Background: an optimization exercise with open tools, aiming at small area. Do not read the settings as production practice. The RTL was checked by simulation tests, not by an equivalence proof against the original design. Power and IR drop assume default switching activity.

==> flow/design.v <==
`timescale 1ns/1ps
package chip_pkg;
	typedef enum logic [3:0] {
		OP_NOP  = 4'd0,
		OP_LI   = 4'd1,
		OP_ADD  = 4'd2,
		OP_SUB  = 4'd3,
		OP_XOR  = 4'd4,
		OP_OUT  = 4'd5,
		OP_HALT = 4'd15
	} opcode_e;
endpackage
`timescale 1ns/1ps
module uart_link (
	input logic clk,
	input logic reset,
	input logic rx,
	output logic tx,
	output logic [7:0] rx_data,
	output logic rx_valid,
	output logic lost,
	input logic tx_push,
	input logic [7:0] tx_data,
	output logic tx_full
);
	localparam int CYC_BITS = $clog2(8);
	localparam int PTR_BITS = $clog2(4);
	localparam int CNT_BITS = $clog2(4 + 1);
	localparam logic [CYC_BITS-1:0] BIT_LAST = CYC_BITS'(8 - 1);
	localparam logic [CYC_BITS-1:0] HALF_LAST = CYC_BITS'(8 / 2 - 1);
	localparam logic [PTR_BITS-1:0] PTR_LAST = PTR_BITS'(4 - 1);
	localparam logic [CNT_BITS-1:0] FIFO_FULL = CNT_BITS'(4);
	localparam logic [1:0] RX_IDLE = 2'd0;
	localparam logic [1:0] RX_START = 2'd1;
	localparam logic [1:0] RX_DATA = 2'd2;
	localparam logic [1:0] RX_STOP = 2'd3;
	logic rx_meta, rx_sync;
	logic [1:0] rx_state;
	logic [CYC_BITS-1:0] rx_cyc;
	logic [2:0] rx_bit;
	logic [7:0] rx_shift;
	logic [7:0] fifo_mem [4];
	logic [PTR_BITS-1:0] wr_ptr, rd_ptr;
	logic [CNT_BITS-1:0] fifo_count;
	logic [9:0] tx_shift;
	logic [CYC_BITS-1:0] tx_cyc;
	logic tx_ready, tx_stop, pop;
	always_ff @(posedge clk) begin
		if (reset) begin
			rx_meta <= 1'b1;
			rx_sync <= 1'b1;
			rx_state <= RX_IDLE;
			rx_cyc <= '0;
			rx_bit <= '0;
			rx_valid <= 1'b0;
			lost <= 1'b0;
		end else begin
			rx_meta <= rx;
			rx_sync <= rx_meta;
			rx_valid <= 1'b0;
			case (rx_state)
				RX_IDLE: begin
					if (!rx_sync) begin
						rx_state <= RX_START;
						rx_cyc <= HALF_LAST;
					end
				end
				RX_START: begin
					if (rx_cyc != 0)
						rx_cyc <= rx_cyc - 1'b1;
					else if (rx_sync)
						rx_state <= RX_IDLE;  
					else begin
						rx_state <= RX_DATA;
						rx_cyc <= BIT_LAST;
						rx_bit <= '0;
					end
				end
				RX_DATA: begin
					if (rx_cyc != 0)
						rx_cyc <= rx_cyc - 1'b1;
					else begin
						rx_cyc <= BIT_LAST;
						rx_bit <= rx_bit + 1'b1;
						if (rx_bit == 3'd7)
							rx_state <= RX_STOP;
					end
				end
				default: begin
					if (rx_cyc != 0)
						rx_cyc <= rx_cyc - 1'b1;
					else begin
						rx_state <= RX_IDLE;
						if (rx_sync)
							rx_valid <= 1'b1;
						else
							lost <= 1'b1;  
					end
				end
			endcase
		end
	end
	always_ff @(posedge clk) begin
		if (rx_state == RX_DATA && rx_cyc == 0)
			rx_shift <= {rx_sync, rx_shift[7:1]};  
	end
	assign rx_data = rx_shift;
	assign tx_stop = (tx_shift[9:1] == 9'd0);
	assign tx_ready = tx_stop && (tx_cyc == 0);
	assign pop = tx_ready && (fifo_count != 0);
	assign tx_full = (fifo_count == FIFO_FULL);
	assign wr_ptr = rd_ptr + fifo_count[PTR_BITS-1:0];
	always_ff @(posedge clk) begin
		if (reset) begin
			rd_ptr <= '0;
			fifo_count <= '0;
		end else begin
			if (pop)
				rd_ptr <= rd_ptr + 1'b1;
			fifo_count <= fifo_count + CNT_BITS'(tx_push) - CNT_BITS'(pop);
		end
	end
	always_ff @(posedge clk) begin
		if (tx_push)
			fifo_mem[wr_ptr] <= tx_data;
	end
	always_ff @(posedge clk) begin
		if (reset) begin
			tx_shift <= 10'd1;  
			tx_cyc <= '0;
		end else if (pop) begin
			tx_shift <= {1'b1, fifo_mem[rd_ptr], 1'b0};
			tx_cyc <= BIT_LAST;
		end else if (!tx_ready) begin
			if (tx_cyc == 0) begin
				tx_shift <= {1'b0, tx_shift[9:1]};
				tx_cyc <= BIT_LAST;
			end else
				tx_cyc <= tx_cyc - 1'b1;
		end
	end
	assign tx = tx_shift[0];
endmodule
`timescale 1ns/1ps
module program_loader (
	input logic clk,
	input logic reset,
	input logic [7:0] rx_data,
	input logic rx_valid,
	input logic [7:0] words_left,  
	output logic load_start,
	output logic word_done,
	output logic [23:0] wr_word,  
	output logic loaded
);
	localparam logic [1:0] LD_COUNT = 2'd0;
	localparam logic [1:0] LD_BYTES = 2'd1;
	localparam logic [1:0] LD_LAST = 2'd2;  
	localparam logic [1:0] LD_DONE = 2'd3;
	logic [1:0] state;
	logic [1:0] byte_idx;
	logic [7:0] b0, b2, b3;
	logic count_in, byte_in;
	assign count_in = !reset && (state == LD_COUNT) && rx_valid;
	assign byte_in = (state == LD_BYTES) && rx_valid;
	assign word_done = !reset && byte_in && (byte_idx == 2'd3);
	always_ff @(posedge clk) begin
		if (reset)
			state <= LD_COUNT;
		else case (state)
			LD_COUNT: if (rx_valid) state <= (rx_data == 8'd0) ? LD_DONE : LD_BYTES;
			LD_BYTES: if (word_done && words_left == 8'd1) state <= LD_LAST;
			LD_LAST: state <= LD_DONE;
			default: ;
		endcase
	end
	always_ff @(posedge clk) begin
		if (count_in)
			byte_idx <= 2'd0;
		else if (!reset && byte_in)
			byte_idx <= byte_idx + 1'b1;
	end
	always_ff @(posedge clk) begin
		if (byte_in && byte_idx == 2'd0) b0 <= rx_data;
		if (byte_in && byte_idx == 2'd2) b2 <= rx_data;
		if (byte_in && byte_idx == 2'd3) b3 <= rx_data;
	end
	assign load_start = count_in;
	assign wr_word = {b3, b2, b0};
	assign loaded = (state == LD_DONE);
endmodule
`timescale 1ns/1ps
module inst_mem (
	input logic clk,
	input logic load_start,  
	input logic word_done,   
	input logic [23:0] wr_word,
	input logic core_reset,  
	input logic advance,     
	output logic [13:0] rd_data,
	output logic rd_ok  
);
	localparam int DEPTH = 2 ** 6;
	logic [13:0] ring [DEPTH];
	logic [6-1:0] rot, rd_pos, wr_pos;
	logic [13:0] packed_w, tap;
	logic wr_pend, wr_done, bypass;
	function automatic logic [13:0] pack_instr(input logic [23:0] w);
		logic [3:0] op, rd, rs1, rs2;
		op = w[23:20];
		rd = w[19:16];
		rs1 = w[15:12];
		rs2 = w[11:8];
		case (op)
			4'd1: pack_instr = {2'd0, rd, w[7:0]};
			4'd2: pack_instr = {2'd1, rd, rs1, rs2};
			4'd3: pack_instr = (rs1 == rs2) ? {2'd0, rd, 8'd0} : {2'd2, rd, rs1, rs2};
			4'd4: pack_instr = {2'd3, rd, rs1, rs2};
			4'd5: pack_instr = {2'd2, rd, 4'd1, 4'd1};
			4'd15: pack_instr = {2'd2, rd, 4'd2, 4'd2};
			default: pack_instr = {2'd2, rd, 4'd0, 4'd0};
		endcase
	endfunction
	assign packed_w = pack_instr(wr_word);
	assign wr_done = wr_pend && (wr_pos == 0);
	always_ff @(posedge clk) begin
		rot <= rot + 1'b1;
		for (int j = 0; j < DEPTH - 1; j++)
			ring[j] <= ring[j + 1];
		ring[DEPTH - 1] <= wr_done ? packed_w : ring[0];
	end
	always_ff @(posedge clk) begin
		if (load_start)
			wr_pos <= ~rot;
		else
			wr_pos <= wr_pos - {5'd0, !wr_done};
		if (word_done)
			wr_pend <= 1'b1;
		else if (wr_done)
			wr_pend <= 1'b0;
		if (core_reset)
			rd_pos <= ~rot;
		else
			rd_pos <= rd_pos - {5'd0, !advance};
	end
	always_comb begin
		tap = '0;
		for (int k = 0; k < DEPTH / 2; k++)
			tap = tap | (ring[2 * k] & {14{rd_pos[5:1] == 5'(k)}});
	end
	assign bypass = wr_pend && (rd_pos == wr_pos);
	assign rd_ok = bypass || !rd_pos[0];
	assign rd_data = bypass ? packed_w : tap;
endmodule
`timescale 1ns/1ps
module core (
	input logic clk,
	input logic reset,
	output logic advance,
	input logic [13:0] rd_data,
	input logic rd_ok,
	output logic tx_push,
	output logic [7:0] tx_data,
	input logic tx_full,
	output logic [7:0] rs_val,
	input logic [7:0] op_a,  
	output logic halted
);
	localparam logic [1:0] S_FETCH = 2'd0;
	localparam logic [1:0] S_WAIT = 2'd1;
	localparam logic [1:0] S_EXEC = 2'd2;
	logic [1:0] state;
	logic [7:0] regs [16];
	logic [13:0] ir;
	logic [7:0] wr_val;
	logic [3:0] rd, rs1, rs2, raddr;
	logic is_misc, is_li, is_sub, is_xor, is_out, is_halt;
	logic exec, wr_en;
	always_ff @(posedge clk) begin
		if (state != S_EXEC && rd_ok)
			ir <= rd_data;
	end
	assign rd = ir[11:8];
	assign rs1 = rd_ok ? rd_data[7:4] : ir[7:4];
	assign rs2 = ir[3:0];
	assign is_misc = (ir[13:12] == 2'd2) && (ir[7:4] == ir[3:0]);
	assign is_li = (ir[13:12] == 2'd0);
	assign is_sub = (ir[13:12] == 2'd2);
	assign is_xor = (ir[13:12] == 2'd3);
	assign is_out = is_misc && (ir[3:0] == 4'd1);
	assign is_halt = is_misc && (ir[3:0] == 4'd2);
	assign exec = (state == S_EXEC) && !halted;
	assign raddr = (state != S_EXEC) ? rs1 : is_misc ? rd : rs2;
	assign rs_val = regs[raddr];
	assign tx_push = exec && is_out && !tx_full;
	assign tx_data = rs_val;
	always_comb begin
		if (is_li)
			wr_val = ir[7:0];
		else if (is_xor)
			wr_val = op_a ^ rs_val;
		else if (is_sub)
			wr_val = op_a - rs_val;
		else
			wr_val = op_a + rs_val;
	end
	assign wr_en = exec && !is_misc;
	always_ff @(posedge clk) begin
		if (wr_en)
			regs[rd] <= wr_val;
	end
	assign advance = exec && !is_halt && !(is_out && tx_full);
	always_ff @(posedge clk) begin
		if (reset) begin
			state <= S_FETCH;
			halted <= 1'b0;
		end else begin
			case (state)
				S_FETCH: state <= S_WAIT;
				S_WAIT: state <= S_EXEC;
				default: begin
					if (exec && is_halt)
						halted <= 1'b1;
					else if (advance)
						state <= S_FETCH;
				end
			endcase
		end
	end
endmodule
`timescale 1ns/1ps
module chip (
	input logic clk,
	input logic chip_reset,
	input logic uart_rx,
	output logic uart_tx,
	output logic [3:0] status  
);
	localparam int HOLD_BITS = $clog2(15 + 1);
	logic [HOLD_BITS-1:0] reset_count;
	logic hold;
	logic [7:0] rx_data;
	logic rx_valid, rx_lost;
	logic tx_push, tx_full;
	logic [7:0] tx_data;
	logic [23:0] wr_word;
	logic load_start, word_done, advance;
	logic [13:0] rd_data;
	logic rd_ok;
	logic loaded, halted;
	logic [7:0] rs_val, shared;
	always_ff @(posedge clk) begin
		if (chip_reset)
			reset_count <= HOLD_BITS'(15);
		else if (reset_count != 0)
			reset_count <= reset_count - 1'b1;
	end
	assign hold = (reset_count != 0);
	assign status = {!hold && !loaded, loaded, halted, rx_lost};
	always_ff @(posedge clk) begin
		if (loaded)
			shared <= rs_val;
		else if (load_start)
			shared <= rx_data;
		else if (word_done)
			shared <= shared - 1'b1;
	end
	uart_link uart_i (
		.clk(clk),
		.reset(hold),
		.rx(uart_rx),
		.tx(uart_tx),
		.rx_data(rx_data),
		.rx_valid(rx_valid),
		.lost(rx_lost),
		.tx_push(tx_push),
		.tx_data(tx_data),
		.tx_full(tx_full)
	);
	program_loader loader_i (
		.clk(clk),
		.reset(hold),
		.rx_data(rx_data),
		.rx_valid(rx_valid),
		.words_left(shared),
		.load_start(load_start),
		.word_done(word_done),
		.wr_word(wr_word),
		.loaded(loaded)
	);
	inst_mem imem_i (
		.clk(clk),
		.load_start(load_start),
		.word_done(word_done),
		.wr_word(wr_word),
		.core_reset(!loaded),
		.advance(advance),
		.rd_data(rd_data),
		.rd_ok(rd_ok)
	);
	core core_i (
		.clk(clk),
		.reset(!loaded),
		.advance(advance),
		.rd_data(rd_data),
		.rd_ok(rd_ok),
		.tx_push(tx_push),
		.tx_data(tx_data),
		.tx_full(tx_full),
		.rs_val(rs_val),
		.op_a(shared),
		.halted(halted)
	);
endmodule
==> flow/flow/run.sh <==
#!/bin/bash
# Standard layout, except that the combinational logic of the standard
# synthesis netlist is re-mapped by ABC for area before floorplanning.
# Registers (instances, names, cell types, Q nets) are left untouched.
set -euo pipefail
WORK=$PWD
R=$WORK/orfs/results/$FLOW_PLATFORM/chip/base
LIB=$FLOW_HOME/platforms/$FLOW_PLATFORM/lib/sky130_fd_sc_hd__tt_025C_1v80.lib
YOSYS=$FLOW_HOME/../tools/install/yosys/bin/yosys
command -v yosys >/dev/null 2>&1 && YOSYS=$(command -v yosys)

# 1. standard synthesis
bash standard.sh synth > 1_standard_synth.log 2>&1
cp $R/1_2_yosys.v $WORK/std_1_2_yosys.v

# 2. area re-mapping of the logic between registers
DU=$(sed -n '/DONT_USE_CELLS/,/^$/p' $FLOW_HOME/platforms/$FLOW_PLATFORM/config.mk \
	| grep -o 'sky130_fd_sc_hd__[a-z0-9_]*' | sed 's/^/-dont_use /' | tr '\n' ' ')
SEQ=$(grep -oE 'sky130_fd_sc_hd__[a-z0-9_]+' $WORK/std_1_2_yosys.v | sort -u | grep -E '__(e?df|sdf|dl|sdl)' | tr '\n' ' ')
cat > $WORK/reopt.ys <<YS
read_liberty -ignore_miss_func $LIB
delete $SEQ
read_liberty -lib -nooverwrite $LIB
read_verilog $WORK/std_1_2_yosys.v
hierarchy -top $FLOW_TOP
flatten
rename -hide w:_*_.*
opt_clean
abc -liberty $LIB $DU -script $WORK/flow/area.abc
opt_clean -purge
hilomap -singleton -hicell sky130_fd_sc_hd__conb_1 HI -locell sky130_fd_sc_hd__conb_1 LO
splitnets
insbuf -buf sky130_fd_sc_hd__buf_4 A X
opt_clean -purge
tee -o $WORK/reopt_stat.txt stat -liberty $LIB
write_verilog -noattr -noexpr -nohex -nodec $WORK/reopt_1_2_yosys.v
YS
$YOSYS -s $WORK/reopt.ys > 2_reopt_yosys.log 2>&1
cp $WORK/reopt_1_2_yosys.v $R/1_2_yosys.v
rm -f $R/1_synth.odb $R/1_synth.sdc

# 3. the rest of the standard layout
export CTS_ARGS="-sink_clustering_enable -repair_clock_nets -buf_list sky130_fd_sc_hd__clkbuf_8 -sink_clustering_size 20 -sink_clustering_max_diameter 50 -dont_use_dummy_load"
bash standard.sh > 3_standard_layout.log 2>&1
==> flow/flow/area.abc <==
strash
ifraig
dc2
dch -f
amap -F 10 -A 10
topo
dnsize
==> flow/standard.sh <==
#!/bin/bash
# synth_recipe.tcl (not shown) runs the flow's synth.tcl, then flattens the netlist and writes it again
# the make line also repeats each setting of config.mk as NAME=value (left out here)
make -C /OpenROAD-flow-scripts/flow DESIGN_CONFIG=/design/flow/config.mk WORK_HOME=/design/flow/orfs CLKGATE_MAP_FILE= SYNTH_SCRIPT=/design/flow/synth_recipe.tcl "${@:-finish}"
==> flow/config.mk <==
export PLATFORM = sky130hd
export DESIGN_NAME = chip
export DESIGN_NICKNAME = chip
export VERILOG_FILES = /design/flow/design.v
export SDC_FILE = /design/flow/constraint.sdc
export NUM_CORES = 4
export LEC_CHECK = 0
export CAP_MARGIN = 20
export CORE_MARGIN = 2
export CORE_UTILIZATION = 40
export CTS_BUF_LIST = sky130_fd_sc_hd__clkbuf_8
export CTS_CLUSTER_DIAMETER = 60
export CTS_CLUSTER_SIZE = 16
export SLEW_MARGIN = 20
==> flow/constraint.sdc <==
create_clock -name core_clock -period 10.0 [get_ports {clk}]
set_input_delay 2.0000 -clock core_clock [delete_from_list [all_inputs] [get_ports {clk}]]
set_output_delay 2.0000 -clock core_clock [all_outputs]
set_load 0.01 [all_outputs]
==> results of run 1 <==
## how the worst max path moves through the flow
| stage | slack, ps | end | start | depth (start not counted) |
|---|---|---|---|---|
| floorplan | 1060 | core_i.regs[0][7] | imem_i.rd_pos[3] | 23 |
| global placement | 1360 | core_i.regs[5][7] | imem_i.rd_pos[3] | 31 |
| detailed placement | 1030 | core_i.regs[15][7] | core_i.ir[1] | 27 |
| CTS | 900 | core_i.regs[0][7] | core_i.ir[1] | 27 |
| global route | 50 | core_i.regs[1][7] | imem_i.rd_pos[3] | 32 |
| finish | 1010 | core_i.regs[0][7] | imem_i.rd_pos[3] | 29 |
## through the flow
stage | hold WS (ps) | total power [mW] | setup slack (ps) | utilization
final | 249.7 | 6.961 | 1010 | 0.4417
after global routing | 253.0 | 7.187 | 51.90 | 0.4417
after CTS | 249.3 | 7.010 | 901.1 | 0.4416
after detailed placement | 312.1 | 4.894 | 1025 | 0.4255
after global placement | 309.6 | 4.894 | 1358 | 0.4254
after floorplan | 309.6 | 4.893 | 1059 | -
## per-layer routing
metal  share of wire  wire length, um
met1            0.43            34070
met2            0.45            35090
met3           0.080             6303
met4           0.039             3022
met5               0                0
## cell type report
class                           instances  area, sq um
Multi-Input combinational cell        923         5680
Sequential cell                      1172        25600
Timing Repair Buffer                   59        455.4
Tap cell                             1050         1314
Clock buffer                           92         1266
Fill cell                            7080        43890
Inverter                              108        405.4
## where the power goes
group          internal (mW)  total (mW)  switching, mW
clock network          0.821        2.17           1.35
logic                0.00120     0.00202       0.000818
registers               4.78        4.78       0.000410
total                   5.61        6.96           1.35
## registers in the layout (all words and copies together) (netlist names), 4 cells and up, named ones only
name / count
imem_i.rd_pos: 6
imem_i.ring: 896
reset_count: 4
imem_i.rot: 6
imem_i.wr_pos: 6
core_i.ir: 14
loader_i.b0: 8
loader_i.b3: 8
uart_i.fifo_mem: 32
uart_i.rx_shift: 8
loader_i.b2: 8
shared: 8
uart_i.tx_shift: 10
core_i.regs: 128
## cells in the final DEF, fill, tap and decap left out, types with 4 or more instances in the layout
cell / instances
a22o_1: 5
nor4_1: 10
or3_1: 4
o21bai_1: 9
nor3_1: 29
o22a_1: 11
nor2_1: 169
o221ai_1: 20
o21ai_0: 57
a211oi_1: 6
a22oi_1: 74
o21a_1: 7
buf_4: 50
nand2_1: 105
nand4_1: 25
a222oi_1: 93
nor2_2: 11
a21oi_1: 63
clkbuf_8: 92
a221o_1: 4
a221oi_1: 31
a31oi_1: 7
or2_0: 6
dfxtp_1: 958
clkinv_1: 108
a32oi_1: 20
o22ai_1: 84
and3_1: 6
nand3_1: 25
o2111ai_1: 4
clkdlybuf4s50_1: 7
edfxtp_1: 214
## critical path, delay by kind of cell (launching register included)
family          cells  cell delay [ps]
compound gates     13             3430
buf+inv            10             3210
simple gates        6             1420
flops               1              570
==> flow_metrics.env, run 1 <==
export IMPL_final_net_count=2359
export IMPL_cts_setup_buffers=0
export IMPL_worstSetupPathType="register to register"
export IMPL_viasPerCell=5.434
export IMPL_period_needed_ps=8990
export IMPL_tightest_slew_ps=1141
export IMPL_critPathRequiredTime_ps=10370
export IMPL_grt_util_met3=0.03008
export IMPL_r2r_worst_path_cells=29
export IMPL_die_x_um=285.4
export IMPL_cts_root_buffer="clkbuf_8"
export IMPL_design_core_area_sq_mm=0.07861
export IMPL_crit_arrival_ps=9360
export IMPL_io_buffers=7
export IMPL_rows=103
export IMPL_syn_cell_area_sq_mm=0.03166
export IMPL_busiest_layer="met2"
export IMPL_placed_cell_area_sq_mm=0.03345
export IMPL_grt_util_met2=0.2950
export IMPL_status="complete, no violations"
export IMPL_drt_iter0_drc=2315
export IMPL_start_util=0.4028
export IMPL_vias=18496
export IMPL_drtPass1Iterations=8
export IMPL_p_leak_nw=11.88
export IMPL_hold_viol=0
export IMPL_crit_top_cell="clkinv_1"
export IMPL_grt_pass1_vias=18074
export IMPL_crit_slowest_cell="clkinv_1"
export IMPL_power_density_mw_per_mm2=200.4
export IMPL_vdd_ir_drop_worst_uv=144.1
export IMPL_clock_skew_final_ps=136.0
export IMPL_grt_use_total=0.1910
export IMPL_critPathLaunchType="register"
export IMPL_fin_area_sq_mm=0.03473
export IMPL_max_stage_delay_ps=590
export IMPL_fin_crit_sh=0.8990
export IMPL_drc_errors=0
export IMPL_timing_rr_start="imem_i.rd_pos[3]"
export IMPL_rrSetupSlack_ps=1010
export IMPL_maxClockFrequency_mhz=111.2
export IMPL_syn_avg_cell_area_sq_um=14.35
export IMPL_cap_viol_max_count=0
export IMPL_timing_rr_end="core_i.regs[0][7]"
export IMPL_post_dp_hpwl_um=50030
export IMPL_grt_pass1_wl_um=116400
export IMPL_grt_setup_unrepaired="no"
export IMPL_ctsLongestPathBuffers=3
export IMPL_placedCellCount=3311
export IMPL_ios=8
export IMPL_grt_overflow_total=0
export IMPL_grt_max_degree=49
export IMPL_worst_skew_pair_late_latency_ps=730
export IMPL_antenna_found_initial=1
export IMPL_setup_violations=0
export IMPL_htreeDepth=3
export IMPL_setup_tns_ps=0
export IMPL_gp_congestion=0.8930
export IMPL_routedWlPerCell_um=23.06
export IMPL_end_kind="register"
export IMPL_antenna_left=0
export IMPL_use_met1=0.2695
export IMPL_ys_warn_count=6
export IMPL_hold_path_cell_count=0
export IMPL_cts_buffers_inserted=92
export IMPL_cts_sinks=1172
export IMPL_min_from="imem_i.ring[49][3]"
export IMPL_totalWireLength_um=78480
export IMPL_area_growth_pct=9.669
export IMPL_cts_hold_buffers=0
export IMPL_cts_tree="built"
export IMPL_die_area_sq_mm=0.08143
export IMPL_drv_slew=0
export IMPL_postCtsResizedCells=0
export IMPL_clk_pin_slew_ps=110
export IMPL_whs_endpoint="imem_i.ring[48][3]"
export IMPL_maxSlewHeadroom=0.2364
export IMPL_hp_class="register to register"
export IMPL_drive_above_1_share=0.06669
export IMPL_die_h_um=285.4
export IMPL_critPathMaxFanout=25
export IMPL_n_antenna_cell=0
export IMPL_synth_nets=2209
export IMPL_final_cell_count_no_fill=3404
export IMPL_synthCells=2206
==> inputs of run 2 (changes only) <==
--- a/flow/flow/run.sh
+++ b/flow/flow/run.sh
@@ -40,5 +40,5 @@
 rm -f $R/1_synth.odb $R/1_synth.sdc
 
 # 3. the rest of the standard layout
-export CTS_ARGS="-sink_clustering_enable -repair_clock_nets -buf_list sky130_fd_sc_hd__clkbuf_8 -sink_clustering_size 20 -sink_clustering_max_diameter 50 -dont_use_dummy_load"
+export CTS_ARGS="-sink_clustering_enable -repair_clock_nets -buf_list sky130_fd_sc_hd__clkbuf_8 -sink_clustering_size 16 -sink_clustering_max_diameter 60 -dont_use_dummy_load"
 bash standard.sh > 3_standard_layout.log 2>&1
==> flow/config.mk (replaced) <==
export PLATFORM = sky130hd
export DESIGN_NAME = chip
export DESIGN_NICKNAME = chip
export VERILOG_FILES = /design/flow/design.v
export SDC_FILE = /design/flow/constraint.sdc
export NUM_CORES = 4
export LEC_CHECK = 0
export CAP_MARGIN = 10
export CORE_MARGIN = 2
export CORE_UTILIZATION = 40
export SLEW_MARGIN = 10
==> flow_metrics.env, run 2 <==
export IMPL_n_antenna_cell=0
export IMPL_worst_skew_pair_late_latency_ps=710
export IMPL_drc_errors=0
export IMPL_critPathMaxFanout=22
export IMPL_io_buffers=7
export IMPL_grt_pass1_vias=17930
export IMPL_cts_tree="built"
export IMPL_ys_warn_count=6
export IMPL_setup_ws_ps=1024
export IMPL_syn_cell_area_sq_mm=0.03166
export IMPL_maxClockFrequency_mhz=111.4
export IMPL_area_growth_pct=9.424
export IMPL_p_leak_nw=11.84
export IMPL_end_kind="register"
export IMPL_syn_avg_cell_area_sq_um=14.35
export IMPL_routedWlPerCell_um=23.02
export IMPL_die_area_sq_mm=0.08143
export IMPL_setup_tns_ps=0
export IMPL_drive_above_1_share=0.06391
export IMPL_fin_crit_sh=0.8976
export IMPL_cts_hold_buffers=0
export IMPL_max_stage_delay_ps=650
export IMPL_preCtsSetupSlack_ps=997.3
export IMPL_die_x_um=285.4
export IMPL_ctsLongestPathBuffers=3
export IMPL_layout_common_cells="958 x dfxtp_1, 214 x edfxtp_1, 170 x nor2_1"
export IMPL_maxSlewHeadroom=0.2163
export IMPL_gp_congestion=0.8930
export IMPL_grt_pass1_wl_um=115800
export IMPL_grt_max_degree=49
export IMPL_hp_class="register to register"
export IMPL_multi_input_area_sq_mm=0.005678
export IMPL_cts_root_buffer="clkbuf_8"
export IMPL_vias=18452
export IMPL_synth_nets=2209
export IMPL_n_fill_cell=7102
export IMPL_start_util=0.4028
export IMPL_rrSetupSlack_ps=1020
export IMPL_cp_num_buf_inv=6
export IMPL_antenna_left=0
export IMPL_design_core_area_sq_mm=0.07861
export IMPL_holdWs_ps=304.2
export IMPL_die_h_um=285.4
export IMPL_htreeDepth=3
export IMPL_setup_violations=0
export IMPL_post_route_util=0.4407
export IMPL_crit_arrival_ps=9130
export IMPL_drv_slew=0
export IMPL_period_needed_ps=8976
export IMPL_largest_register_ffs=896
export IMPL_critPathLaunchType="register"
export IMPL_power_density_mw_per_mm2=199.5
export IMPL_clk_pin_slew_ps=100
export IMPL_grt_setup_unrepaired="no"
export IMPL_critPathRequiredTime_ps=10160
export IMPL_tightest_slew_ps=1167
export IMPL_top_register="imem_i.ring"
export IMPL_ios=8
export IMPL_cpLargestDelayFamily="compound AO/OA/AOI/OAI gates"
export IMPL_status="complete, no violations"
export IMPL_cts_sinks=1172
export IMPL_post_dp_hpwl_um=50050
export IMPL_cts_setup_buffers=0
export IMPL_clock_skew_final_ps=170.8
export IMPL_viasPerCell=5.432
export IMPL_grt_overflow_total=0
export IMPL_synthCells=2206
export IMPL_hold_viol=0
export IMPL_totalWireLength_um=78210
export IMPL_drt_iter0_drc=2208
export IMPL_postCtsResizedCells=0
export IMPL_vdd_ir_drop_worst_uv=140.9
export IMPL_antenna_found_initial=1
export IMPL_final_net_count=2352
export IMPL_cts_buffers_inserted=87
export IMPL_grt_use_total=0.1898
export IMPL_worstSetupPathType="register to register"
export IMPL_drtPass1Iterations=6
export IMPL_cap_viol_max_count=0
export IMPL_crit_slowest_cell="nor2_1"
export IMPL_layout_commonest_cell="dfxtp_1"
export IMPL_rows=103
export IMPL_seqCellArea_sq_mm=0.02560
export IMPL_top_regs="imem_i.ring x896, core_i.regs x128, uart_i.fifo_mem x32"
export IMPL_crit_top_cell="nor2_1"
## run 2: per-layer routing
metal  track usage  up-vias  routed length [um]
met5             0        -                   0
met2        0.2971      759               35150
met4       0.06427        0                2487
li1              -     8436                   -
met1        0.2678     9090               34640
met3       0.03208      167                5940
## run 2: final cells by class
cell class | count | share of cell area
flip-flops and latches | 1172 | 0.7390
multi-input cells | 923 | 0.1639
well taps | 1050 | 0.03792
clock buffers | 87 | 0.03456
repair buffers | 57 | 0.01286
inverters | 108 | 0.01181
## run 2: path summary, 6_finish.rpt
path | start | cells past startpoint | endpoint
min | imem_i.ring[31][2] | 0 | imem_i.ring[30][2]
max reg2reg | imem_i.rd_pos[5] | 30 | core_i.regs[15][7]
max | imem_i.rd_pos[5] | 30 | core_i.regs[15][7]
min reg2reg | imem_i.ring[31][2] | 0 | imem_i.ring[30][2]
## run 2: where the power goes
| group | internal, mW | total [mW] | switching, mW |
|---|---|---|---|
| sequential | 4.78 | 4.78 | 0.000444 |
| clock | 0.779 | 2.13 | 1.35 |
| combinational | 0.00120 | 0.00202 | 0.000822 |
| total | 5.56 | 6.91 | 1.35 |
## run 2: through the flow
step / instance area (sq um) / power [mW] / cells
finish: 34650 / 6.911 / 3397
global route: 34650 / 7.132 / 3397
CTS: 34640 / 6.955 / 3397
detailed placement: 33440 / 4.894 / 3310
global placement: 33440 / 4.894 / 3310
floorplan: 31670 / 4.893 / 2206
==> inputs of run 3 (changes only) <==
==> flow/config.mk (replaced) <==
export PLATFORM = sky130hd
export DESIGN_NAME = chip
export DESIGN_NICKNAME = chip
export VERILOG_FILES = /design/flow/design.v
export SDC_FILE = /design/flow/constraint.sdc
export NUM_CORES = 4
export LEC_CHECK = 0
export CAP_MARGIN = 20
export CORE_MARGIN = 2
export CORE_UTILIZATION = 55
export SLEW_MARGIN = 20
==> flow_metrics.env, run 3 <==
export IMPL_status="complete, no violations"
export IMPL_vias=18323
export IMPL_post_dp_hpwl_um=51930
export IMPL_grt_use_total=0.2667
export IMPL_critPathRequiredTime_ps=10280
export IMPL_ios=8
export IMPL_grt_overflow_total=0
export IMPL_whs_endpoint="imem_i.ring[42][4]"
export IMPL_crit_top_cell="nor2_1"
export IMPL_drc_errors=0
export IMPL_area_growth_pct=8.286
export IMPL_cts_hold_buffers=0
export IMPL_preCtsSetupSlack_ps=1102
export IMPL_routedWlPerCell_um=25.45
export IMPL_drt_iter0_drc=1871
export IMPL_vdd_ir_drop_worst_uv=148.5
export IMPL_drtPass1Iterations=8
export IMPL_grt_pass1_vias=18189
export IMPL_gp_congestion=0.8970
export IMPL_tightest_slew_ps=1054
export IMPL_crit_arrival_ps=9360
export IMPL_p_leak_nw=11.83
export IMPL_setup_ws_ps=915.7
export IMPL_antenna_found_initial=2
export IMPL_cts_root_buffer="clkbuf_8"
export IMPL_drv_slew=0
export IMPL_setup_tns_ps=0
export IMPL_grt_max_degree=48
export IMPL_cts_sinks=1172
export IMPL_grt_pass1_wl_um=116900
export IMPL_htreeDepth=3
export IMPL_r2r_worst_path_cells=30
export IMPL_drive_above_1_share=0.06607
export IMPL_critPathMaxFanout=23
export IMPL_end_kind="register"
export IMPL_die_x_um=243.9
export IMPL_maxClockFrequency_mhz=110.1
export IMPL_top_regs="imem_i.ring x896, core_i.regs x128, uart_i.fifo_mem x32"
export IMPL_grt_setup_unrepaired="no"
export IMPL_setup_violations=0
export IMPL_worst_skew_pair_late_latency_ps=700
export IMPL_worstSetupPathType="register to register"
export IMPL_clk_pin_slew_ps=90
export IMPL_synth_nets=2209
export IMPL_die_area_sq_mm=0.05951
export IMPL_maxSlewHeadroom=0.2949
export IMPL_min_from="imem_i.ring[43][4]"
export IMPL_cap_viol_max_count=0
export IMPL_fin_crit_sh=0.9084
export IMPL_rows=87
export IMPL_synthCells=2206
export IMPL_hold_viol=0
export IMPL_cts_tree="built"
export IMPL_hp_class="register to register"
export IMPL_ctsLongestPathBuffers=3
export IMPL_cpLargestDelayFamily="compound AO/OA/AOI/OAI gates"
export IMPL_layout_common_cells="958 x dfxtp_1, 214 x edfxtp_1, 165 x nor2_1"
export IMPL_largest_register_ffs=896
export IMPL_cts_setup_buffers=0
export IMPL_rrSetupSlack_ps=920
export IMPL_crit_slowest_cell="nor2_1"
export IMPL_die_h_um=243.9
export IMPL_totalWireLength_um=78970
export IMPL_placed_cell_area_sq_mm=0.03310
export IMPL_cts_buffers_inserted=85
export IMPL_fin_area_sq_mm=0.03429
export IMPL_layout_commonest_cell="dfxtp_1"
export IMPL_critPathLaunchType="register"
export IMPL_syn_cell_area_sq_mm=0.03166
export IMPL_final_net_count=2351
export IMPL_postCtsResizedCells=0
export IMPL_clock_skew_final_ps=70.25
export IMPL_syn_avg_cell_area_sq_um=14.35
export IMPL_start_util=0.5594
export IMPL_period_needed_ps=9084
export IMPL_top_register="imem_i.ring"
export IMPL_power_density_mw_per_mm2=200.7
export IMPL_timing_rr_start="imem_i.rd_pos[5]"
export IMPL_cp_num_buf_inv=6
export IMPL_antenna_left=0
export IMPL_ys_warn_count=6
export IMPL_max_stage_delay_ps=810
export IMPL_design_core_area_sq_mm=0.05660
export IMPL_viasPerCell=5.905
export IMPL_timing_rr_end="core_i.regs[15][7]"
export IMPL_hold_path_cell_count=0
export IMPL_io_buffers=7
-- run 3: metrics by stage --
stage                     hold WS, ps  utilization  std cells  power [mW]
after floorplan                 309.6            -       2206       4.893
after global placement          309.7       0.5846       3017       4.894
after detailed placement        312.1       0.5848       3017       4.894
after CTS                       264.5       0.6055       3102       6.938
after global routing            269.5       0.6057       3103       7.107
final                           276.7       0.6057       3103       6.882
-- run 3: how the worst max path moves through the flow --
stage	end	cells after the start	start
after floorplan	core_i.regs[0][7]	23	imem_i.rd_pos[3]
after global placement	core_i.regs[10][7]	29	imem_i.rd_pos[3]
after detailed placement	core_i.regs[10][7]	26	core_i.ir[1]
after CTS	core_i.regs[15][7]	26	core_i.ir[1]
after global routing	core_i.regs[15][7]	26	imem_i.rd_pos[5]
final	core_i.regs[15][7]	30	imem_i.rd_pos[5]
-- run 3: final cells by class --
class                   count  area, sq um
diodes                      1        2.502
clock buffers              85         1170
fillers                  4389        22320
inverters                 108        405.4
multi-input cells         923         5707
flip-flops and latches   1172        25600
well taps                 756        945.9
repair buffers             58        452.9
-- run 3: worst register-to-register path: cells and delay by family (launching register included) --
kind | cells | cell delay, ps
compound gates | 15 | 3370
simple gates | 9 | 2740
buf+inv | 6 | 2080
flops | 1 | 500
-- run 3: layer usage --
| layer | vias up | GRT usage | part of all wire |
|---|---|---|---|
| met1 | 9032 | 0.3785 | 0.44 |
| li1 | 8431 | - | - |
| met4 | 0 | 0.1126 | 0.039 |
| met3 | 171 | 0.03325 | 0.061 |
| met5 | - | 0 | 0 |
| met2 | 689 | 0.4177 | 0.46 |
-- run 3: report_power, final --
group	leakage [nW]	internal (mW)	switching (mW)
Sequential	9.22	4.78	0.000442
Combinational	2.00	0.00120	0.000846
Clock	0.611	0.764	1.33
Total	11.8	5.55	1.33
==> inputs of run 4 (changes only) <==
--- a/flow/config.mk
+++ b/flow/config.mk
@@ -7,5 +7,5 @@
 export LEC_CHECK = 0
 export CAP_MARGIN = 20
 export CORE_MARGIN = 2
-export CORE_UTILIZATION = 55
+export CORE_UTILIZATION = 65
 export SLEW_MARGIN = 20
==> flow_metrics.env, run 4 <==
export IMPL_die_h_um=224.7
export IMPL_p_comb_frac=0
export IMPL_synthCells=2206
export IMPL_hp_class="register to register"
export IMPL_drt_iter0_drc=2668
export IMPL_swShare=0.1935
export IMPL_antenna_left=0
export IMPL_synth_nets=2209
export IMPL_vdd_ir_drop_worst_uv=189.1
export IMPL_drtPass1Iterations=8
export IMPL_grt_setup_unrepaired="no"
export IMPL_cts_hold_buffers=0
export IMPL_setup_tns_ps=0
export IMPL_tightest_slew_ps=1177
export IMPL_cts_sinks=1172
export IMPL_period_needed_ps=8845
export IMPL_clk_pin_slew_ps=90
export IMPL_layout_commonest_cell="dfxtp_1"
export IMPL_pwr_share_clk=0.304
export IMPL_viasPerCell=6.328
export IMPL_grt_use_total=0.3098
export IMPL_ios=8
export IMPL_hold_viol=0
export IMPL_p_int_mw=5.546
export IMPL_htreeDepth=3
export IMPL_die_area_sq_mm=0.05049
export IMPL_largest_register_ffs=896
export IMPL_maxSlewHeadroom=0.2123
export IMPL_end_kind="register"
export IMPL_final_net_count=2348
export IMPL_maxClockFrequency_mhz=113.1
export IMPL_ctsLongestPathBuffers=3
export IMPL_switchingPower_mw=1.331
export IMPL_start_util=0.6604
export IMPL_routedWlPerCell_um=26.28
export IMPL_power_frac_seq=0.695
export IMPL_critPathMaxFanout=48
export IMPL_worstSetupPathType="register to register"
export IMPL_cts_buffers_inserted=85
export IMPL_grt_max_degree=49
export IMPL_cts_setup_buffers=0
export IMPL_cts_tree="built"
export IMPL_cap_viol_max_count=0
export IMPL_critPathRequiredTime_ps=10360
export IMPL_die_x_um=224.7
export IMPL_syn_cell_area_sq_mm=0.03166
export IMPL_status="complete, no violations"
export IMPL_top_register="imem_i.ring"
export IMPL_drc_errors=0
export IMPL_antenna_found_initial=2
export IMPL_gp_congestion=0.8860
export IMPL_vias=18730
export IMPL_crit_arrival_ps=9210
export IMPL_power_density_mw_per_mm2=201.9
export IMPL_layout_common_cells="958 x dfxtp_1, 214 x edfxtp_1, 174 x nor2_1"
export IMPL_drv_slew=0
export IMPL_fin_crit_sh=0.8845
export IMPL_syn_avg_cell_area_sq_um=14.35
export IMPL_worst_skew_pair_late_latency_ps=690
export IMPL_rows=80
export IMPL_critPathLaunchType="register"
export IMPL_ys_warn_count=6
export IMPL_placedCellCount=2871
export IMPL_top_regs="imem_i.ring x896, core_i.regs x128, uart_i.fifo_mem x32"
export IMPL_drive_above_1_share=0.06103
export IMPL_clock_skew_final_ps=65.69
export IMPL_post_dp_hpwl_um=51140
export IMPL_grt_pass1_vias=17795
export IMPL_design_core_area_sq_mm=0.04795
export IMPL_n_fill_cell=3245
export IMPL_grt_pass1_wl_um=113400
export IMPL_setup_violations=0
export IMPL_p_leak_nw=11.82
export IMPL_cts_root_buffer="clkbuf_8"
export IMPL_final_cell_count_no_fill=2960
export IMPL_io_buffers=7
export IMPL_grt_overflow_total=0
export IMPL_postCtsResizedCells=0
export IMPL_totalWireLength_um=77800
export IMPL_area_growth_pct=7.587
-- run 4: changes by cell type in the layout (fill, tap and decap cells not counted) --
cell | before | now
diode_2 | 1 | 2
nor4_1 | 10 | 9
nor2_2 | 14 | 5
o221ai_1 | 19 | 20
nor4_2 | 0 | 1
buf_2 | 0 | 1
o221ai_2 | 1 | 0
nor2_1 | 165 | 174
buf_4 | 51 | 47
-- run 4: final cells by class --
cell class                      count  area [sq um]  share of cell area
Tap cell                          615         769.5             0.02259
Inverter                          108         405.4             0.01190
Sequential cell                  1172         25600              0.7516
Antenna cell                        2         5.005           0.0001469
Timing Repair Buffer               55         427.9             0.01256
Clock buffer                       85          1170             0.03434
Multi-Input combinational cell    923          5684              0.1669
-- run 4: layer usage --
layer	up-vias	part of all wire	routed length [um]	global-route usage
li1	8426	-	-	-
met1	9140	0.44	34270	0.4712
met2	1002	0.42	33020	0.4465
met3	162	0.10	8091	0.06166
met4	0	0.031	2418	0.1075
met5	-	0	0	0
-- run 4: worst paths after layout --
| check | startpoint | to | slack (ps) | depth (start not counted) |
|---|---|---|---|---|
| max | imem_i.rd_pos[5] | core_i.regs[9][7] | 1150 | 26 |
| min | imem_i.ring[35][11] | imem_i.ring[34][11] | 250 | 0 |
| max reg2reg | imem_i.rd_pos[5] | core_i.regs[9][7] | 1150 | 26 |
| min reg2reg | imem_i.ring[35][11] | imem_i.ring[34][11] | 250 | 0 |
-- run 4: critical path: stages (launching register included) --
cell and delay (ps):
dfxtp_1 540, clkinv_1 330, nor2_1 380, clkinv_1 330
nor2_1 970, buf_4 360, a22oi_1 90, a32oi_1 520
a21oi_4 110, buf_4 310, nor2_1 420, clkinv_1 430
o22ai_1 270, a21oi_1 60, o2111ai_1 520, clkinv_1 370
or3_1 460, or2_0 270, nand2_1 100, nor2_1 50
a21oi_1 220, o21ai_0 160, o22ai_1 230, clkinv_1 140
o311ai_0 300, o221ai_1 300, buf_2 260
-- run 4: power by group through the flow --
stage	combinational [mW]	sequential [mW]	clock (mW)
6_report	0.00207	4.78	2.09
4_1_cts	0.00213	4.78	2.12
2_1_floorplan	0.00105	4.89	0
3_3_place_gp	0.00202	4.89	0
5_1_grt	0.00240	4.78	2.29
3_5_place_dp	0.00211	4.89	0
-- run 4: stage by stage --
stage,utilization,cell area [sq um],hold WS [ps],setup slack [ps],power [mW]
after CTS,0.7098,34030,256.8,1304,6.905
final,0.7105,34070,254.5,1155,6.877
after global routing,0.7104,34060,272.8,572.5,7.073
after global placement,0.6852,32850,309.6,1745,4.894
after detailed placement,0.6854,32860,312.1,1372,4.894
after floorplan,-,31670,309.6,1059,4.893
==> inputs of run 5 (changes only) <==
--- a/flow/config.mk
+++ b/flow/config.mk
@@ -5,7 +5,7 @@
 export SDC_FILE = /design/flow/constraint.sdc
 export NUM_CORES = 4
 export LEC_CHECK = 0
-export CAP_MARGIN = 20
+export CAP_MARGIN = 0
 export CORE_MARGIN = 2
 export CORE_UTILIZATION = 65
-export SLEW_MARGIN = 20
+export SLEW_MARGIN = 0
==> flow_metrics.env, run 5 <==
export IMPL_grt_pass1_wl_um=113000
export IMPL_switchingPower_mw=1.324
export IMPL_hold_viol=0
export IMPL_layout_commonest_cell="dfxtp_1"
export IMPL_layout_common_cells="958 x dfxtp_1, 214 x edfxtp_1, 176 x nor2_1"
export IMPL_status="complete, no violations"
export IMPL_final_net_count=2345
export IMPL_n_antenna_cell=0
export IMPL_die_area_sq_mm=0.05049
export IMPL_start_util=0.6604
export IMPL_routedWlPerCell_um=26.10
export IMPL_cts_buffers_inserted=84
export IMPL_drv_slew=0
export IMPL_grt_setup_unrepaired="no"
export IMPL_placedCellCount=2871
export IMPL_drt_iter0_drc=2657
export IMPL_critPathMaxFanout=48
export IMPL_syn_avg_cell_area_sq_um=14.35
export IMPL_period_needed_ps=8972
export IMPL_htreeDepth=3
export IMPL_preCtsSetupSlack_ps=1298
export IMPL_setup_ws_ps=1028
export IMPL_grt_max_degree=49
export IMPL_seqCellArea_sq_mm=0.02560
export IMPL_p_comb_frac=0
export IMPL_vdd_ir_drop_worst_uv=177.8
export IMPL_vias=18573
export IMPL_crit_arrival_ps=9160
export IMPL_cap_viol_max_count=0
export IMPL_wl_met3_um=7617
export IMPL_critPathRequiredTime_ps=10190
export IMPL_area_growth_pct=7.401
export IMPL_wl_met1_um=34390
export IMPL_rows=80
export IMPL_top_layer="met4"
export IMPL_die_x_um=224.7
export IMPL_cts_hold_buffers=0
export IMPL_pwr_share_clk=0.303
export IMPL_maxSlewHeadroom=0.08512
export IMPL_cts_sinks=1172
export IMPL_power_mw=6.861
export IMPL_antenna_left=0
export IMPL_synth_nets=2209
export IMPL_power_frac_seq=0.697
export IMPL_cts_root_buffer="clkbuf_8"
export IMPL_critPathLaunchType="register"
export IMPL_grt_pass1_vias=17790
export IMPL_final_cell_count_no_fill=2955
export IMPL_fin_crit_sh=0.8972
export IMPL_drive_above_1_share=0.05769
export IMPL_design_core_area_sq_mm=0.04795
export IMPL_setup_tns_ps=0
export IMPL_syn_cell_area_sq_mm=0.03166
export IMPL_power_density_mw_per_mm2=201.8
export IMPL_drtPass1Iterations=8
export IMPL_synthCells=2206
export IMPL_io_buffers=7
export IMPL_end_kind="register"
export IMPL_postCtsResizedCells=0
export IMPL_p_int_mw=5.538
export IMPL_die_h_um=224.7
export IMPL_viasPerCell=6.285
export IMPL_clk_pin_slew_ps=90
export IMPL_ctsLongestPathBuffers=3
export IMPL_tightest_slew_ps=1371
export IMPL_clock_skew_final_ps=70.47
export IMPL_top_regs="imem_i.ring x896, core_i.regs x128, uart_i.fifo_mem x32"
export IMPL_ys_warn_count=6
export IMPL_hp_class="register to register"
export IMPL_ios=8
export IMPL_grt_overflow_total=0
export IMPL_antenna_found_initial=1
export IMPL_grt_use_total=0.3089
export IMPL_cts_tree="built"
export IMPL_setup_violations=0
export IMPL_gp_congestion=0.8860
export IMPL_multi_input_area_sq_mm=0.005657
export IMPL_top_register="imem_i.ring"
export IMPL_cts_setup_buffers=0
export IMPL_worst_skew_pair_late_latency_ps=710
export IMPL_largest_register_ffs=896
export IMPL_n_fill_cell=3231
export IMPL_maxClockFrequency_mhz=111.5
export IMPL_p_leak_nw=11.80
export IMPL_post_dp_hpwl_um=51040
export IMPL_totalWireLength_um=77140
export IMPL_drc_errors=0
export IMPL_swShare=0.1929
export IMPL_wl_met2_um=32420
export IMPL_worstSetupPathType="register to register"
==> run 5: through the flow <==
stage | utilization | hold slack, ps | area [sq um]
2_1_floorplan | - | 309.6 | 31670
3_3_place_gp | 0.6852 | 309.6 | 32850
3_5_place_dp | 0.6852 | 312.1 | 32850
4_1_cts | 0.7093 | 303.2 | 34010
5_1_grt | 0.7093 | 313.7 | 34010
6_report | 0.7093 | 303.3 | 34010
==> run 5: worst paths after layout <==
kind / cells past startpoint / endpoint / slack [ps] / start
max: 25 / core_i.regs[9][7] / 1030 / imem_i.rd_pos[5]
min: 0 / imem_i.ring[30][13] / 300 / imem_i.ring[31][13]
max reg2reg: 25 / core_i.regs[9][7] / 1030 / imem_i.rd_pos[5]
min reg2reg: 0 / imem_i.ring[30][13] / 300 / imem_i.ring[31][13]
==> run 5: power by group through the flow <==
stage	Combinational [mW]	Sequential (mW)	Clock, mW
after global routing	0.00247	4.78	2.26
after CTS	0.00213	4.78	2.10
after detailed placement	0.00210	4.89	0
after floorplan	0.00105	4.89	0
final	0.00209	4.78	2.08
after global placement	0.00202	4.89	0
==> run 5: area by class of cell <==
type                    instances  share of cell area
flip-flops and latches       1172              0.7529
multi-input cells             923              0.1663
clock buffers                  84             0.03400
well taps                     615             0.02263
repair buffers                 53             0.01221
inverters                     108             0.01192
==> run 5: routing by layer <==
metal  vias to the layer above  track usage
li1                       8415            -
met1                      9067       0.4674
met2                       917       0.4431
met3                       174      0.06715
met4                         0       0.1081
met5                         -            0
==> run 5: critical path, stage by stage, from the launching register on <==
cell and delay, ps:
dfxtp_1 530, clkinv_1 320, nor2_1 390, clkinv_1 330, nor2_1 940, buf_4 360, a22oi_1 90, a32oi_1 550
a21oi_4 110, buf_4 310, nor2_1 440, clkinv_1 440, o22ai_1 280, a21oi_1 60, o2111ai_1 510, clkinv_1 370
or3_1 460, or2_0 270, nand2_1 100, nor2_1 50, a21oi_1 220, o21ai_0 160, o22ai_1 240, clkinv_1 140
o311ai_0 300, o221ai_1 540
==> inputs of run 6 (changes only) <==
--- a/flow/config.mk
+++ b/flow/config.mk
@@ -7,5 +7,5 @@
 export LEC_CHECK = 0
 export CAP_MARGIN = 0
 export CORE_MARGIN = 2
-export CORE_UTILIZATION = 65
+export CORE_UTILIZATION = 40
 export SLEW_MARGIN = 0
==> flow_metrics.env, run 6 <==
export IMPL_crit_slowest_cell="o221ai_1"
export IMPL_final_net_count=2352
export IMPL_htreeDepth=3
export IMPL_vias=18424
export IMPL_drt_iter0_drc=2127
export IMPL_layout_commonest_cell="dfxtp_1"
export IMPL_design_core_area_sq_mm=0.07861
export IMPL_syn_avg_cell_area_sq_um=14.35
export IMPL_rows=103
export IMPL_cpLargestDelayFamily="compound AO/OA/AOI/OAI gates"
export IMPL_layout_common_cells="958 x dfxtp_1, 214 x edfxtp_1, 170 x nor2_1"
export IMPL_p_comb_frac=0
export IMPL_drv_slew=0
export IMPL_maxClockFrequency_mhz=111.3
export IMPL_clock_skew_final_ps=172.1
export IMPL_ctsLongestPathBuffers=3
export IMPL_setup_ws_ps=1013
export IMPL_cts_tree="built"
export IMPL_worst_skew_pair_late_latency_ps=710
export IMPL_swShare=0.1954
export IMPL_area_growth_pct=9.408
export IMPL_switchingPower_mw=1.351
export IMPL_drc_errors=0
export IMPL_power_mw=6.914
export IMPL_clk_pin_slew_ps=100
export IMPL_tightest_slew_ps=1171
export IMPL_cp_num_buf_inv=7
export IMPL_drive_above_1_share=0.06349
export IMPL_routedWlPerCell_um=23.01
export IMPL_crit_top_cell="nor2_1"
export IMPL_top_regs="imem_i.ring x896, core_i.regs x128, uart_i.fifo_mem x32"
export IMPL_viasPerCell=5.424
export IMPL_gp_congestion=0.8930
export IMPL_p_leak_nw=11.84
export IMPL_cts_setup_buffers=0
export IMPL_antenna_found_initial=1
export IMPL_cts_root_buffer="clkbuf_8"
export IMPL_hold_viol=0
export IMPL_grt_setup_unrepaired="no"
export IMPL_syn_cell_area_sq_mm=0.03166
export IMPL_ys_warn_count=6
export IMPL_critPathLaunchType="register"
export IMPL_io_buffers=7
export IMPL_n_fill_cell=7102
export IMPL_rrSetupSlack_ps=1010
export IMPL_preCtsSetupSlack_ps=997.3
export IMPL_period_needed_ps=8987
export IMPL_cts_sinks=1172
export IMPL_grt_use_total=0.1898
export IMPL_maxSlewHeadroom=0.2133
export IMPL_antenna_left=0
export IMPL_grt_max_degree=49
export IMPL_top_register="imem_i.ring"
export IMPL_grt_pass1_vias=17930
export IMPL_n_antenna_cell=0
export IMPL_hp_class="register to register"
export IMPL_cts_hold_buffers=0
export IMPL_vdd_ir_drop_worst_uv=140.8
export IMPL_totalWireLength_um=78160
export IMPL_grt_overflow_total=0
export IMPL_critPathMaxFanout=22
export IMPL_p_int_mw=5.563
export IMPL_critPathRequiredTime_ps=10250
export IMPL_post_dp_hpwl_um=50050
export IMPL_die_h_um=285.4
export IMPL_worstSetupPathType="register to register"
export IMPL_die_area_sq_mm=0.08143
export IMPL_start_util=0.4028
export IMPL_pwr_share_clk=0.308
export IMPL_ios=8
export IMPL_drtPass1Iterations=6
export IMPL_postCtsResizedCells=0
export IMPL_crit_arrival_ps=9240
export IMPL_fin_crit_sh=0.8987
export IMPL_status="complete, no violations"
export IMPL_setup_violations=0
export IMPL_synthCells=2206
export IMPL_cts_buffers_inserted=87
export IMPL_power_frac_seq=0.692
export IMPL_grt_pass1_wl_um=115800
export IMPL_power_density_mw_per_mm2=199.6
export IMPL_largest_register_ffs=896
export IMPL_holdWs_ps=303.8
export IMPL_die_x_um=285.4
export IMPL_cap_viol_max_count=0
export IMPL_setup_tns_ps=0
export IMPL_end_kind="register"
export IMPL_max_stage_delay_ps=830
export IMPL_synth_nets=2209
## run 6: changes by cell type in the layout (fill, tap and decap cells not counted), sizes merged
cell / before / now
buf: 46 / 50
clkinvlp: 0 / 1
clkbuf: 84 / 87
clkinv: 108 / 107
## run 6: worst reg2reg max path, delay by kind of cell (launching register included)
family	cells	cell delay (ps)
AOI/OAI and AO/OA	12	3090
buffers and inverters	7	2430
DFF	1	540
and+or+nand+nor	11	2510
## run 6: stage by stage
stage                     cell area, sq um    util  instances
after floorplan                      31670       -       2206
final                                34640  0.4407       3397
after CTS                            34640  0.4406       3397
after global placement               33440  0.4254       3310
after detailed placement             33440  0.4254       3310
after global routing                 34640  0.4407       3397
## run 6: area by class of cell
class                      instances  area [sq um]  area share
multi-input combinational        923          5673      0.1638
tap                             1050          1314     0.03792
inverter                         108         409.1     0.01181
sequential                      1172         25600      0.7391
timing repair buffer              57         445.4     0.01286
clock buffer                      87          1197     0.03456
## run 6: final timing paths
| kind | endpoint | startpoint | cells after the start |
|---|---|---|---|
| max | core_i.regs[15][7] | imem_i.rd_pos[5] | 30 |
| min | imem_i.ring[62][0] | imem_i.ring[63][0] | 0 |
| max reg2reg | core_i.regs[15][7] | imem_i.rd_pos[5] | 30 |
| min reg2reg | imem_i.ring[62][0] | imem_i.ring[63][0] | 0 |
## run 6: layer usage
layer | vias up | global-route usage | share of wire
li1 | 8441 | - | -
met1 | 9098 | 0.2678 | 0.44
met5 | - | 0 | 0
met2 | 731 | 0.2971 | 0.45
met3 | 154 | 0.03208 | 0.074
met4 | 0 | 0.06427 | 0.030
## run 6: power by group through the flow
stage | clock network [mW] | logic, mW | registers (mW)
2_1_floorplan | 0 | 0.00105 | 4.89
3_3_place_gp | 0 | 0.00190 | 4.89
3_5_place_dp | 0 | 0.00201 | 4.89
4_1_cts | 2.17 | 0.00203 | 4.78
5_1_grt | 2.34 | 0.00236 | 4.78
6_report | 2.13 | 0.00202 | 4.78
==> inputs of run 7 (changes only) <==
==> flow/flow/area.abc (replaced) <==
strash
ifraig
dc2
dch -f
amap -F 10 -A 10
topo
dnsize
strash
ifraig
dch -f
amap -F 10 -A 10
topo
dnsize
--- a/flow/config.mk
+++ b/flow/config.mk
@@ -7,5 +7,5 @@
 export LEC_CHECK = 0
 export CAP_MARGIN = 0
 export CORE_MARGIN = 2
-export CORE_UTILIZATION = 40
+export CORE_UTILIZATION = 70
 export SLEW_MARGIN = 0
==> flow_metrics.env, run 7 <==
export IMPL_fin_area_sq_mm=0.03390
export IMPL_drv_slew=0
export IMPL_final_cell_count_no_fill=2930
export IMPL_area_growth_pct=7.268
export IMPL_post_dp_hpwl_um=50470
export IMPL_critPathMaxFanout=36
export IMPL_cts_tree="built"
export IMPL_worst_skew_pair_late_latency_ps=720
export IMPL_grt_pass1_wl_um=113000
export IMPL_grt_max_degree=37
export IMPL_drive_above_1_share=0.05774
export IMPL_grt_use_total=0.3303
export IMPL_period_needed_ps=8710
export IMPL_cts_setup_buffers=0
export IMPL_end_kind="register"
export IMPL_viasPerCell=6.365
export IMPL_rows=77
export IMPL_pwr_share_clk=0.301
export IMPL_setup_tns_ps=0
export IMPL_p_int_mw=5.529
export IMPL_layout_commonest_cell="dfxtp_1"
export IMPL_r2r_worst_path_cells=28
export IMPL_min_from="imem_i.ring[3][3]"
export IMPL_post_route_util=0.7633
export IMPL_crit_slowest_cell="nor2_1"
export IMPL_p_comb_frac=0
export IMPL_cts_hold_buffers=0
export IMPL_syn_cell_area_sq_mm=0.03161
export IMPL_routedWlPerCell_um=26.15
export IMPL_swShare=0.1923
export IMPL_grt_setup_unrepaired="no"
export IMPL_cts_sinks=1172
export IMPL_timing_rr_end="core_i.regs[4][5]"
export IMPL_power_density_mw_per_mm2=201.9
export IMPL_worstSetupPathType="register to register"
export IMPL_critPathLaunchType="register"
export IMPL_hold_viol=0
export IMPL_postCtsResizedCells=0
export IMPL_n_antenna_cell=0
export IMPL_crit_top_cell="nor2_1"
export IMPL_tightest_slew_ps=1217
export IMPL_antenna_found_initial=1
export IMPL_synthCells=2205
export IMPL_whs_endpoint="imem_i.ring[2][3]"
export IMPL_p_leak_nw=11.98
export IMPL_switchingPower_mw=1.317
export IMPL_antenna_left=0
export IMPL_power_frac_seq=0.699
export IMPL_design_core_area_sq_mm=0.04441
export IMPL_htreeDepth=3
export IMPL_drc_errors=0
export IMPL_grt_pass1_vias=18233
export IMPL_holdWs_ps=308.0
export IMPL_maxClockFrequency_mhz=114.8
export IMPL_final_net_count=2343
export IMPL_preCtsSetupSlack_ps=1531
export IMPL_io_buffers=7
export IMPL_power_mw=6.846
export IMPL_start_util=0.7116
export IMPL_ctsLongestPathBuffers=3
export IMPL_crit_arrival_ps=8970
export IMPL_hp_class="register to register"
export IMPL_ys_warn_count=6
export IMPL_setup_ws_ps=1290
export IMPL_drt_iter0_drc=2399
export IMPL_status="complete, no violations"
export IMPL_ios=8
export IMPL_cts_buffers_inserted=83
export IMPL_syn_avg_cell_area_sq_um=14.33
export IMPL_clk_pin_slew_ps=100
export IMPL_n_fill_cell=2734
export IMPL_rrSetupSlack_ps=1290
export IMPL_placed_cell_area_sq_mm=0.03276
export IMPL_timing_rr_start="imem_i.rd_pos[3]"
export IMPL_die_h_um=216.5
export IMPL_die_x_um=216.5
export IMPL_cap_viol_max_count=0
export IMPL_gp_congestion=0.9513
export IMPL_layout_common_cells="958 x dfxtp_1, 214 x edfxtp_1, 184 x nor2_1"
export IMPL_die_area_sq_mm=0.04687
export IMPL_max_stage_delay_ps=890
export IMPL_drtPass1Iterations=6
export IMPL_largest_register_ffs=896
export IMPL_vdd_ir_drop_worst_uv=208.3
export IMPL_critPathRequiredTime_ps=10260
export IMPL_cts_root_buffer="clkbuf_8"
export IMPL_cpLargestDelayFamily="compound AO/OA/AOI/OAI gates"
export IMPL_grt_overflow_total=0
export IMPL_setup_violations=0
export IMPL_vias=18649
export IMPL_placedCellCount=2847
export IMPL_synth_nets=2208
export IMPL_top_register="imem_i.ring"
export IMPL_maxSlewHeadroom=0.1823
export IMPL_cp_num_buf_inv=5
export IMPL_fin_crit_sh=0.8710
export IMPL_top_regs="imem_i.ring x896, core_i.regs x128, uart_i.fifo_mem x32"
export IMPL_clock_skew_final_ps=91.56
export IMPL_totalWireLength_um=76630
export IMPL_hold_path_cell_count=0
## run 7: worst max path at each step
stage / to / cells past startpoint / from / slack, ps
6_report: core_i.regs[4][5] / 28 / imem_i.rd_pos[3] / 1290
5_1_grt: core_i.regs[12][5] / 28 / imem_i.rd_pos[5] / 630
4_1_cts: core_i.regs[12][5] / 26 / imem_i.rd_pos[5] / 1490
3_5_place_dp: core_i.regs[1][5] / 26 / imem_i.rd_pos[5] / 1530
3_3_place_gp: core_i.regs[0][5] / 26 / imem_i.rd_pos[5] / 1940
2_1_floorplan: core_i.regs[0][7] / 31 / imem_i.rd_pos[3] / 30
## run 7: power by group through the flow
stage               combinational, mW  sequential [mW]  clock, mW
global placement              0.00191             4.89          0
detailed placement            0.00218             4.89          0
CTS                           0.00217             4.78       2.09
floorplan                     0.00105             4.89          0
global route                  0.00245             4.78       2.25
finish                        0.00211             4.78       2.06
## run 7: worst register-to-register path: cells and delay by family (launching register included)
kind | cells | cell delay (ps)
buffers and inverters | 5 | 2020
AO/OA/AOI/OAI | 15 | 3360
flip-flops | 1 | 650
AND/OR/NAND/NOR | 8 | 2230
## run 7: final cells by class
cell class,instances,area (sq um),share of cell area
clock buffer,83,1142,0.03370
inverter,123,464.2,0.01369
multi-input combinational,907,5535,0.1633
sequential,1172,25600,0.7552
tap,592,740.7,0.02185
timing repair buffer,53,415.4,0.01225
## run 7: layer usage
layer  GRT usage  part of all wire
met1      0.4549              0.41
met3     0.06007             0.085
met4      0.1530             0.048
met2      0.5167              0.45
met5           0                 0
==> inputs of run 8 (changes only) <==
--- a/flow/config.mk
+++ b/flow/config.mk
@@ -7,5 +7,5 @@
 export LEC_CHECK = 0
 export CAP_MARGIN = 0
 export CORE_MARGIN = 2
-export CORE_UTILIZATION = 70
+export CORE_UTILIZATION = 80
 export SLEW_MARGIN = 0
==> flow_metrics.env, run 8 <==
export IMPL_top_register="imem_i.ring"
export IMPL_drtPass1Iterations=9
export IMPL_placedCellCount=2775
export IMPL_placed_cell_area_sq_mm=0.03268
export IMPL_maxSlewHeadroom=0.09136
export IMPL_final_cell_count_no_fill=2862
export IMPL_drc_errors=0
export IMPL_post_dp_hpwl_um=55420
export IMPL_cts_sinks=1172
export IMPL_vias=20174
export IMPL_cap_viol_max_count=0
export IMPL_cts_setup_buffers=0
export IMPL_worstSetupPathType="register to register"
export IMPL_power_density_mw_per_mm2=204.7
export IMPL_timing_rr_end="core_i.regs[3][7]"
export IMPL_cts_root_buffer="clkbuf_8"
export IMPL_n_fill_cell=1541
export IMPL_cts_buffers_inserted=83
export IMPL_status="complete, no violations"
export IMPL_antenna_left=0
export IMPL_setup_violations=0
export IMPL_grt_pass1_vias=20290
export IMPL_rrSetupSlack_ps=970
export IMPL_syn_avg_cell_area_sq_um=14.33
export IMPL_drive_above_1_share=0.05852
export IMPL_io_buffers=7
export IMPL_critPathRequiredTime_ps=10420
export IMPL_antenna_found_initial=2
export IMPL_postCtsResizedCells=0
export IMPL_grt_setup_unrepaired="no"
export IMPL_layout_common_cells="958 x dfxtp_1, 214 x edfxtp_1, 185 x nor2_1"
export IMPL_routedWlPerCell_um=31.58
export IMPL_ios=8
export IMPL_htreeDepth=3
export IMPL_crit_arrival_ps=9450
export IMPL_tightest_slew_ps=1349
export IMPL_design_core_area_sq_mm=0.03883
export IMPL_die_h_um=202.8
export IMPL_fin_crit_sh=0.9031
export IMPL_maxClockFrequency_mhz=110.7
export IMPL_critPathLaunchType="register"
export IMPL_synthCells=2205
export IMPL_die_area_sq_mm=0.04111
export IMPL_crit_top_cell="nor2_1"
export IMPL_grt_overflow_total=0
export IMPL_die_x_um=202.8
export IMPL_max_stage_delay_ps=980
export IMPL_totalWireLength_um=90370
export IMPL_layout_commonest_cell="dfxtp_1"
export IMPL_top_regs="imem_i.ring x896, core_i.regs x128, uart_i.fifo_mem x32"
export IMPL_ys_warn_count=6
export IMPL_r2r_worst_path_cells=32
export IMPL_period_needed_ps=9031
export IMPL_vdd_ir_drop_worst_uv=205.0
export IMPL_end_kind="register"
export IMPL_setup_tns_ps=0
export IMPL_grt_pass1_wl_um=131000
export IMPL_cts_tree="built"
export IMPL_largest_register_ffs=896
export IMPL_drt_iter0_drc=3296
export IMPL_clock_skew_final_ps=51.31
export IMPL_hp_class="register to register"
export IMPL_ctsLongestPathBuffers=3
export IMPL_start_util=0.8140
export IMPL_gp_congestion=0.9831
export IMPL_area_growth_pct=7.055
export IMPL_cts_hold_buffers=0
export IMPL_drv_slew=0
export IMPL_clk_pin_slew_ps=100
export IMPL_crit_slowest_cell="a221oi_1"
export IMPL_viasPerCell=7.049
export IMPL_syn_cell_area_sq_mm=0.03161
export IMPL_timing_rr_start="imem_i.rd_pos[5]"
export IMPL_rows=72
export IMPL_p_leak_nw=12.00
export IMPL_hold_viol=0
export IMPL_grt_max_degree=37
export IMPL_fin_area_sq_mm=0.03384
export IMPL_crit_end="core_i.regs[3][7]"
export IMPL_grt_use_total=0.4451
export IMPL_worst_skew_pair_late_latency_ps=700
export IMPL_final_net_count=2346
export IMPL_critPathMaxFanout=36
export IMPL_startpoint="imem_i.rd_pos[5]"
export IMPL_synth_nets=2208
-- run 8: metal layers --
layer | vias up | GRT usage | wire length (um) | share of wire
li1 | 8394 | - | - | -
met2 | 1696 | 0.6928 | 41010 | 0.45
met3 | 547 | 0.1201 | 11610 | 0.13
met5 | - | 0.001190 | 16 | 0.00018
met4 | 2 | 0.3438 | 8152 | 0.090
met1 | 9535 | 0.5328 | 29590 | 0.33
-- run 8: metrics by stage --
stage / hold WS, ps / total power, mW / setup WS, ps / utilization
after floorplan: 309.6 / 4.893 / 34.92 / -
after global placement: 309.6 / 4.894 / 1872 / 0.8417
after detailed placement: 312.1 / 4.894 / 1303 / 0.8417
after CTS: 315.3 / 6.899 / 1234 / 0.8711
after global routing: 307.5 / 7.049 / 449.6 / 0.8712
final: 315.3 / 6.927 / 969.0 / 0.8714
-- run 8: power breakdown --
part	internal [mW]	leakage, nW	total, mW	switching, mW
sequential	4.78	9.57	4.78	0.000606
combinational	0.00120	1.83	0.00210	0.000906
clock	0.748	0.597	2.14	1.39
-- run 8: worst min path at each step --
stage	cells after the start	slack (ps)	to	start
after floorplan	0	310	imem_i.ring[0][0]	imem_i.ring[1][0]
after global placement	0	310	imem_i.ring[62][4]	imem_i.ring[63][4]
after detailed placement	0	310	imem_i.ring[42][0]	imem_i.ring[43][0]
after CTS	0	320	imem_i.ring[14][8]	imem_i.ring[15][8]
after global routing	0	310	imem_i.ring[22][8]	imem_i.ring[23][8]
final	0	320	imem_i.ring[22][8]	imem_i.ring[23][8]
-- run 8: critical path: cells and delay by family (launching register included) --
kind / cells / cell delay (ps)
flip-flops: 1 / 550
AND/OR/NAND/NOR: 10 / 2040
AO/OA/AOI/OAI: 14 / 3710
buffers and inverters: 8 / 2440
-- run 8: layout make-up --
| class | count | area [sq um] | share of cell area |
|---|---|---|---|
| antenna | 3 | 7.507 | 0.0002219 |
| clock buffer | 83 | 1142 | 0.03376 |
| inverter | 123 | 464.2 | 0.01372 |
| multi-input combinational | 907 | 5533 | 0.1635 |
| sequential | 1172 | 25600 | 0.7567 |
| tap | 518 | 648.1 | 0.01916 |
| timing repair buffer | 56 | 435.4 | 0.01287 |

[what the ideal ports hide]
The flow's constraints put no driver on any port. The routed layouts listed below were extracted and timed again, unchanged, in two steps. Step 1 sets driving cells, clkbuf_16 on the clock port and buf_2 on the other inputs (assumed; they add their load-dependent delay and slew). Step 2 moves the port delays by t, midway between the first and last clock arrival at a register: inputs arrive t later, outputs are due t later. That takes back most of the time a late clock gives input paths. Three values: ideal, step 1, step 2; two values: the first two.
| run | t, ns | setup slack, ns | clock arrival spread, ns | cell pins on the clock port's net |
|---|---|---|---|---|
| run 1 | 0.719 | 1.010 / 1.010 / 1.010 | 0.136 / 0.136 | 1 |
| run 2 | 0.686 | 1.024 / 1.024 / 1.024 | 0.195 / 0.195 | 1 |
| run 3 | 0.728 | 0.916 / 0.916 / 0.916 | 0.072 / 0.071 | 1 |
| run 4 | 0.720 | 1.155 / 1.155 / 1.155 | 0.083 / 0.084 | 1 |
| run 5 | 0.730 | 1.028 / 1.028 / 1.028 | 0.081 / 0.081 | 1 |
| run 6 | 0.686 | 1.013 / 1.013 / 1.013 | 0.193 / 0.192 | 1 |
| run 7 | 0.729 | 1.290 / 1.290 / 1.290 | 0.092 / 0.092 | 1 |
| run 8 | 0.730 | 0.969 / 0.969 / 0.969 | 0.053 / 0.053 | 1 |
After both steps setup and hold are still met in every run listed.
